This is an optimization exercise on Yosys and OpenROAD, whose aim is small area, a short achievable clock period and few clock cycles per item, not a production implementation.
The RTL was checked by simulation tests, not by an equivalence proof against the original design.

// alu_seq_responder
module alu_seq_responder (
  input  logic                clock,
  input  logic                clear,
  input  logic                in_valid,
  output logic                in_ready,
  input  logic [DATA_W-1:0]   a,
  input  logic [DATA_W-1:0]   b,
  input  logic [3:0]          op,
  output logic                out_valid,
  input  logic                out_ready,
  output logic [2*DATA_W-1:0] result,
  output logic                div_by_zero,
  output logic                illegal_op
);
For scale: about 140 I/O pins.
make LEC_CHECK=0 ABC_AREA=1 CAP_MARGIN=20 CORE_MARGIN=2 CORE_UTILIZATION=40 SETUP_SLACK_MARGIN=2.5 SLEW_MARGIN=20 finish   # period 6.0 ns
run.sh (not shown) runs the stock make flow with config.mk's settings and CLKGATE_MAP_FILE= SYNTH_SCRIPT=/design/flow/synth_recipe.tcl, a recipe that flattens the netlist after the stock synthesis.
Testbench counts at the start, summed over its fixed seeds: cycles 12,033, items 3,200.
Edit:
--- a/flow/design.v
+++ b/flow/design.v
@@ -90,21 +90,21 @@
   output logic                div_by_zero,
   output logic                illegal_op
 );
   typedef struct packed {
     logic          first;    
     logic          fin;      
     logic          x1_ra, x1_nra, x1_hi, x1_nlo, x1_nhi, x1_hs, x1_rs;
     logic          d0_one, d0_two, d0_neg, msigned;
     logic          d1_one, d1_two, d1_neg;
     logic          cin, cin2;   
-    logic          r_and, r_or, r_add, r_sh, ill;
+    logic          r_and, r_or, r_add, r_sh, r_ones, ill;
     logic          sh_sign, sh_rot, sh_left, sh_rol;
   } ctl_t;
   ctl_t          c, cn;
   logic [NU-1:0] u, un;       
   logic       ev;              
   logic       ov;              
   logic [DATA_W-1:0] ra, rb, hi, lo;
   logic              hs;       
   logic [4:0]        cnt;
   logic              neg_a, neg_q, negb_p, dz_r, ill_r;
@@ -162,20 +162,21 @@
         {k.d0_neg, k.d0_two, k.d0_one} = g0;
         {k.d1_neg, k.d1_two, k.d1_one} = g1;
         k.cin     = g0[2];
       end
       OP_DIV: begin
         k.fin = 1'b0;
         if (b == '0) begin
           ku[U_DZ] = 1'b1;
           k.fin    = 1'b1;
           k.x1_ra  = 1'b1;
+          k.r_ones = 1'b1;
         end else if (a[DATA_W-1]) begin
           ku[U_NEGA] = 1'b1;
           k.x1_nra = 1'b1; k.cin = 1'b1;
         end else if (b[DATA_W-1]) begin
           ku[U_NEGB] = 1'b1;
           k.d0_one = 1'b1; k.d0_neg = 1'b1; k.cin = 1'b1;
         end else begin
           ku[U_CLZ] = 1'b1;
           k.x1_ra = 1'b1;
         end
@@ -292,41 +293,42 @@
         end else if (u[U_NORM]) begin
           un[U_DITER] = 1'b1;
           cn.x1_hi  = 1'b1; cn.x1_rs = 1'b1;
           cn.d0_one = 1'b1; cn.d0_neg = 1'b1; cn.cin = 1'b1;
         end else if (u[U_DITER] && !last) begin
           un[U_DITER] = 1'b1;
           cn.x1_hi  = 1'b1; cn.x1_rs = 1'b1;
           cn.d0_one = 1'b1; cn.d0_neg = !rneg; cn.cin = !rneg;
         end else if (u[U_DITER] && neg_q) begin
           un[U_FIXQ] = 1'b1;
-          cn.x1_nlo  = 1'b1; cn.cin = 1'b1;
+          cn.x1_nlo  = 1'b1; cn.cin = 1'b1; cn.r_add = 1'b1;
         end else if (u[U_DITER] || u[U_FIXQ]) begin
           logic corr;
           corr = u[U_DITER] ? rneg : hs;
           un[U_FIXR] = 1'b1;
           cn.fin     = 1'b1;
           cn.x1_hi   = !neg_a;
           cn.x1_nhi  = neg_a;
           cn.d0_one  = corr;
           cn.d0_neg  = neg_a & corr;
           cn.cin     = neg_a & !corr;
           cn.cin2    = neg_a & corr;
         end
       end
     end
   end
   logic [DATA_W-1:0] simple;
   assign simple = ({DATA_W{c.r_and}} & (ra & rb)) |
                   ({DATA_W{c.r_or}}  & (ra | rb)) |
                   ({DATA_W{c.r_add}} & sum[DATA_W-1:0]) |
-                  ({DATA_W{c.r_sh}}  & fsh);
+                  ({DATA_W{c.r_sh}}  & fsh) |
+                  {DATA_W{c.r_ones}};
   always_ff @(posedge clock or negedge clear) begin
     if (!clear) begin
       ev <= 1'b0;
       ov <= 1'b0;
       u  <= '0;
     end else begin
       ev <= accept || (ev && !free);
       ov <= (go && c.fin) || (ov && !out_ready);
       u  <= un;
     end
@@ -343,40 +345,33 @@
     end else if (go) begin
       if (u[U_NEGA])  ra <= sum[DATA_W-1:0];
       if (u[U_NEGB])  rb <= sum[DATA_W-1:0];
       if (u[U_MUL])   ra <= {4'b0, ra[DATA_W-1:4]};
       if (u[U_NORM])  rb <= fsh;
       if (u[U_DITER] && !last) rb <= {1'b0, rb[DATA_W-1:1]};
       if (u[U_CLZ])   cnt <= sdiff[4:0];
       if (u[U_MUL] || u[U_DITER]) cnt <= cnt - 5'd1;
     end
     if (go) begin
-      if (u[U_SIMPLE]) begin
-        hi <= '0;
-        lo <= simple;
-      end
+      if (u[U_SIMPLE] || u[U_CLZ] || u[U_DZ] || u[U_FIXQ]) lo <= simple;
+      if (u[U_SIMPLE]) hi <= '0;
       if (u[U_MUL]) begin
         hi <= sum[35:4];
         lo <= {sum[3:0], lo[DATA_W-1:4]};
       end
       if (u[U_CLZ] || u[U_DZ]) hi <= sum[DATA_W-1:0];
-      if (u[U_CLZ]) begin
-        lo <= '0;
-        hs <= 1'b0;
-      end
-      if (u[U_DZ])   lo <= '1;
+      if (u[U_CLZ]) hs <= 1'b0;
       if (u[U_DITER]) begin
         hi <= sum[DATA_W-1:0];
         hs <= rneg;
         lo <= {lo[DATA_W-2:0], !rneg};
       end
-      if (u[U_FIXQ]) lo <= sum[DATA_W-1:0];
       if (u[U_FIXR]) hi <= sum[DATA_W-1:0];
       if (c.first) begin
         dz_r  <= u[U_DZ];
         ill_r <= c.ill;
       end
     end
   end
   assign result      = {hi, lo};
   assign div_by_zero = dz_r;
   assign illegal_op  = ill_r;
Sequential share of layout area grows by 0.32 points; final cell count shrinks by a few percent; cell area shrinks slightly; first-iteration DRC count grows by a few percent; core utilization grows by 0.61 points; area after synthesis shrinks slightly; global-route usage grows by 0.98 points.
Testbench counts after the change, summed over its fixed seeds: cycles 12,033, items 3,200.

---

alu_seq_responder with an RTL version that a note above also has.
Size in the first run: ~2300 cells after synthesis, roughly 140 I/O pins, roughly 0.019 mm2 of cells after synthesis.
export LEC_CHECK = 0
export CAP_MARGIN = 20
export CORE_MARGIN = 2
export CORE_UTILIZATION = 40
export SETUP_SLACK_MARGIN = 1.5
export SLEW_MARGIN = 20
create_clock -name core_clock -period 6.0 [get_ports {clock}]
The first run finished with timing, DRC and antenna clean.
Testbench counts at the start, summed over its fixed seeds: cycles 12,033, items 3,200.
Next try:
--- a/flow/design.v
+++ b/flow/design.v
@@ -91,19 +91,19 @@
   output logic                illegal_op
 );
   typedef struct packed {
     logic          first;    
     logic          fin;      
     logic          x1_ra, x1_nra, x1_hi, x1_nlo, x1_nhi, x1_hs, x1_rs;
     logic          d0_one, d0_two, d0_neg, msigned;
     logic          d1_one, d1_two, d1_neg;
     logic          cin, cin2;   
-    logic          r_and, r_or, r_add, r_sh, r_ones, ill;
+    logic          r_and, r_or, r_add, r_sh, ill;
     logic          sh_sign, sh_rot, sh_left, sh_rol;
   } ctl_t;
   ctl_t          c, cn;
   logic [NU-1:0] u, un;       
   logic       ev;              
   logic       ov;              
   logic [DATA_W-1:0] ra, rb, hi, lo;
   logic              hs;       
   logic [4:0]        cnt;
@@ -163,19 +163,18 @@
         {k.d1_neg, k.d1_two, k.d1_one} = g1;
         k.cin     = g0[2];
       end
       OP_DIV: begin
         k.fin = 1'b0;
         if (b == '0) begin
           ku[U_DZ] = 1'b1;
           k.fin    = 1'b1;
           k.x1_ra  = 1'b1;
-          k.r_ones = 1'b1;
         end else if (a[DATA_W-1]) begin
           ku[U_NEGA] = 1'b1;
           k.x1_nra = 1'b1; k.cin = 1'b1;
         end else if (b[DATA_W-1]) begin
           ku[U_NEGB] = 1'b1;
           k.d0_one = 1'b1; k.d0_neg = 1'b1; k.cin = 1'b1;
         end else begin
           ku[U_CLZ] = 1'b1;
           k.x1_ra = 1'b1;
@@ -294,19 +293,19 @@
           un[U_DITER] = 1'b1;
           cn.x1_hi  = 1'b1; cn.x1_rs = 1'b1;
           cn.d0_one = 1'b1; cn.d0_neg = 1'b1; cn.cin = 1'b1;
         end else if (u[U_DITER] && !last) begin
           un[U_DITER] = 1'b1;
           cn.x1_hi  = 1'b1; cn.x1_rs = 1'b1;
           cn.d0_one = 1'b1; cn.d0_neg = !rneg; cn.cin = !rneg;
         end else if (u[U_DITER] && neg_q) begin
           un[U_FIXQ] = 1'b1;
-          cn.x1_nlo  = 1'b1; cn.cin = 1'b1; cn.r_add = 1'b1;
+          cn.x1_nlo  = 1'b1; cn.cin = 1'b1;
         end else if (u[U_DITER] || u[U_FIXQ]) begin
           logic corr;
           corr = u[U_DITER] ? rneg : hs;
           un[U_FIXR] = 1'b1;
           cn.fin     = 1'b1;
           cn.x1_hi   = !neg_a;
           cn.x1_nhi  = neg_a;
           cn.d0_one  = corr;
           cn.d0_neg  = neg_a & corr;
@@ -314,20 +313,19 @@
           cn.cin2    = neg_a & corr;
         end
       end
     end
   end
   logic [DATA_W-1:0] simple;
   assign simple = ({DATA_W{c.r_and}} & (ra & rb)) |
                   ({DATA_W{c.r_or}}  & (ra | rb)) |
                   ({DATA_W{c.r_add}} & sum[DATA_W-1:0]) |
-                  ({DATA_W{c.r_sh}}  & fsh) |
-                  {DATA_W{c.r_ones}};
+                  ({DATA_W{c.r_sh}}  & fsh);
   always_ff @(posedge clock or negedge clear) begin
     if (!clear) begin
       ev <= 1'b0;
       ov <= 1'b0;
       u  <= '0;
     end else begin
       ev <= accept || (ev && !free);
       ov <= (go && c.fin) || (ov && !out_ready);
       u  <= un;
@@ -346,31 +344,38 @@
       if (u[U_NEGA])  ra <= sum[DATA_W-1:0];
       if (u[U_NEGB])  rb <= sum[DATA_W-1:0];
       if (u[U_MUL])   ra <= {4'b0, ra[DATA_W-1:4]};
       if (u[U_NORM])  rb <= fsh;
       if (u[U_DITER] && !last) rb <= {1'b0, rb[DATA_W-1:1]};
       if (u[U_CLZ])   cnt <= sdiff[4:0];
       if (u[U_MUL] || u[U_DITER]) cnt <= cnt - 5'd1;
     end
     if (go) begin
-      if (u[U_SIMPLE] || u[U_CLZ] || u[U_DZ] || u[U_FIXQ]) lo <= simple;
-      if (u[U_SIMPLE]) hi <= '0;
+      if (u[U_SIMPLE]) begin
+        hi <= '0;
+        lo <= simple;
+      end
       if (u[U_MUL]) begin
         hi <= sum[35:4];
         lo <= {sum[3:0], lo[DATA_W-1:4]};
       end
       if (u[U_CLZ] || u[U_DZ]) hi <= sum[DATA_W-1:0];
-      if (u[U_CLZ]) hs <= 1'b0;
+      if (u[U_CLZ]) begin
+        lo <= '0;
+        hs <= 1'b0;
+      end
+      if (u[U_DZ])   lo <= '1;
       if (u[U_DITER]) begin
         hi <= sum[DATA_W-1:0];
         hs <= rneg;
         lo <= {lo[DATA_W-2:0], !rneg};
       end
+      if (u[U_FIXQ]) lo <= sum[DATA_W-1:0];
       if (u[U_FIXR]) hi <= sum[DATA_W-1:0];
       if (c.first) begin
         dz_r  <= u[U_DZ];
         ill_r <= c.ill;
       end
     end
   end
   assign result      = {hi, lo};
   assign div_by_zero = dz_r;
Synthesized cell count increases by 10%; global-route usage increases by 4.3 points; via count increases by about 12%; non-clock buffer count decreases by 6.
Testbench counts after the change, summed over its fixed seeds: cycles 12,033, items 3,200.

what the ideal ports hide:
In the flow no input, the clock included, has a driving cell. The finished layouts below were timed again as built, in two steps. Step 1, drivers: a clkbuf_16 drives clock and a buf_2 each remaining input, both assumed. Step 2 adds t to the input delays and takes it off the output delays; t is the mean of the earliest and latest rising clock arrival at the registers after step 1. Input paths then give back, and output paths get back, about the clock's delay inside the block. Three values: ideal, step 1, step 2; two values: the first two.
| run | shift t [ns] | setup WS [ns] | hold slack, ns | worst setup path after step 2 | clock arrival spread, ns |
|---|---|---|---|---|---|
| the first run of note 1 | 0.562 | 1.890 / 1.890 / 1.890 | 0.456 / 0.456 / 0.456 | register to register | 0.020 / 0.019 |
| the second run of note 1 | 0.561 | 1.926 / 1.926 / 1.790 | 0.431 / 0.431 / 0.431 | input to register | 0.020 / 0.019 |
| the first run of note 2 | 0.524 | 1.473 / 1.473 / 1.446 | 0.434 / 0.434 / 0.434 | input to register | 0.015 / 0.015 |
| the second run of note 2 | 0.567 | 1.442 / 1.442 / 1.053 | 0.433 / 0.433 / 0.433 | input to register | 0.017 / 0.017 |
After both steps setup and hold are still met in every run listed. The setup slack of the second run of note 2, which loses most, moves by 0.000 ns with the drivers and by -0.389 ns with both steps.
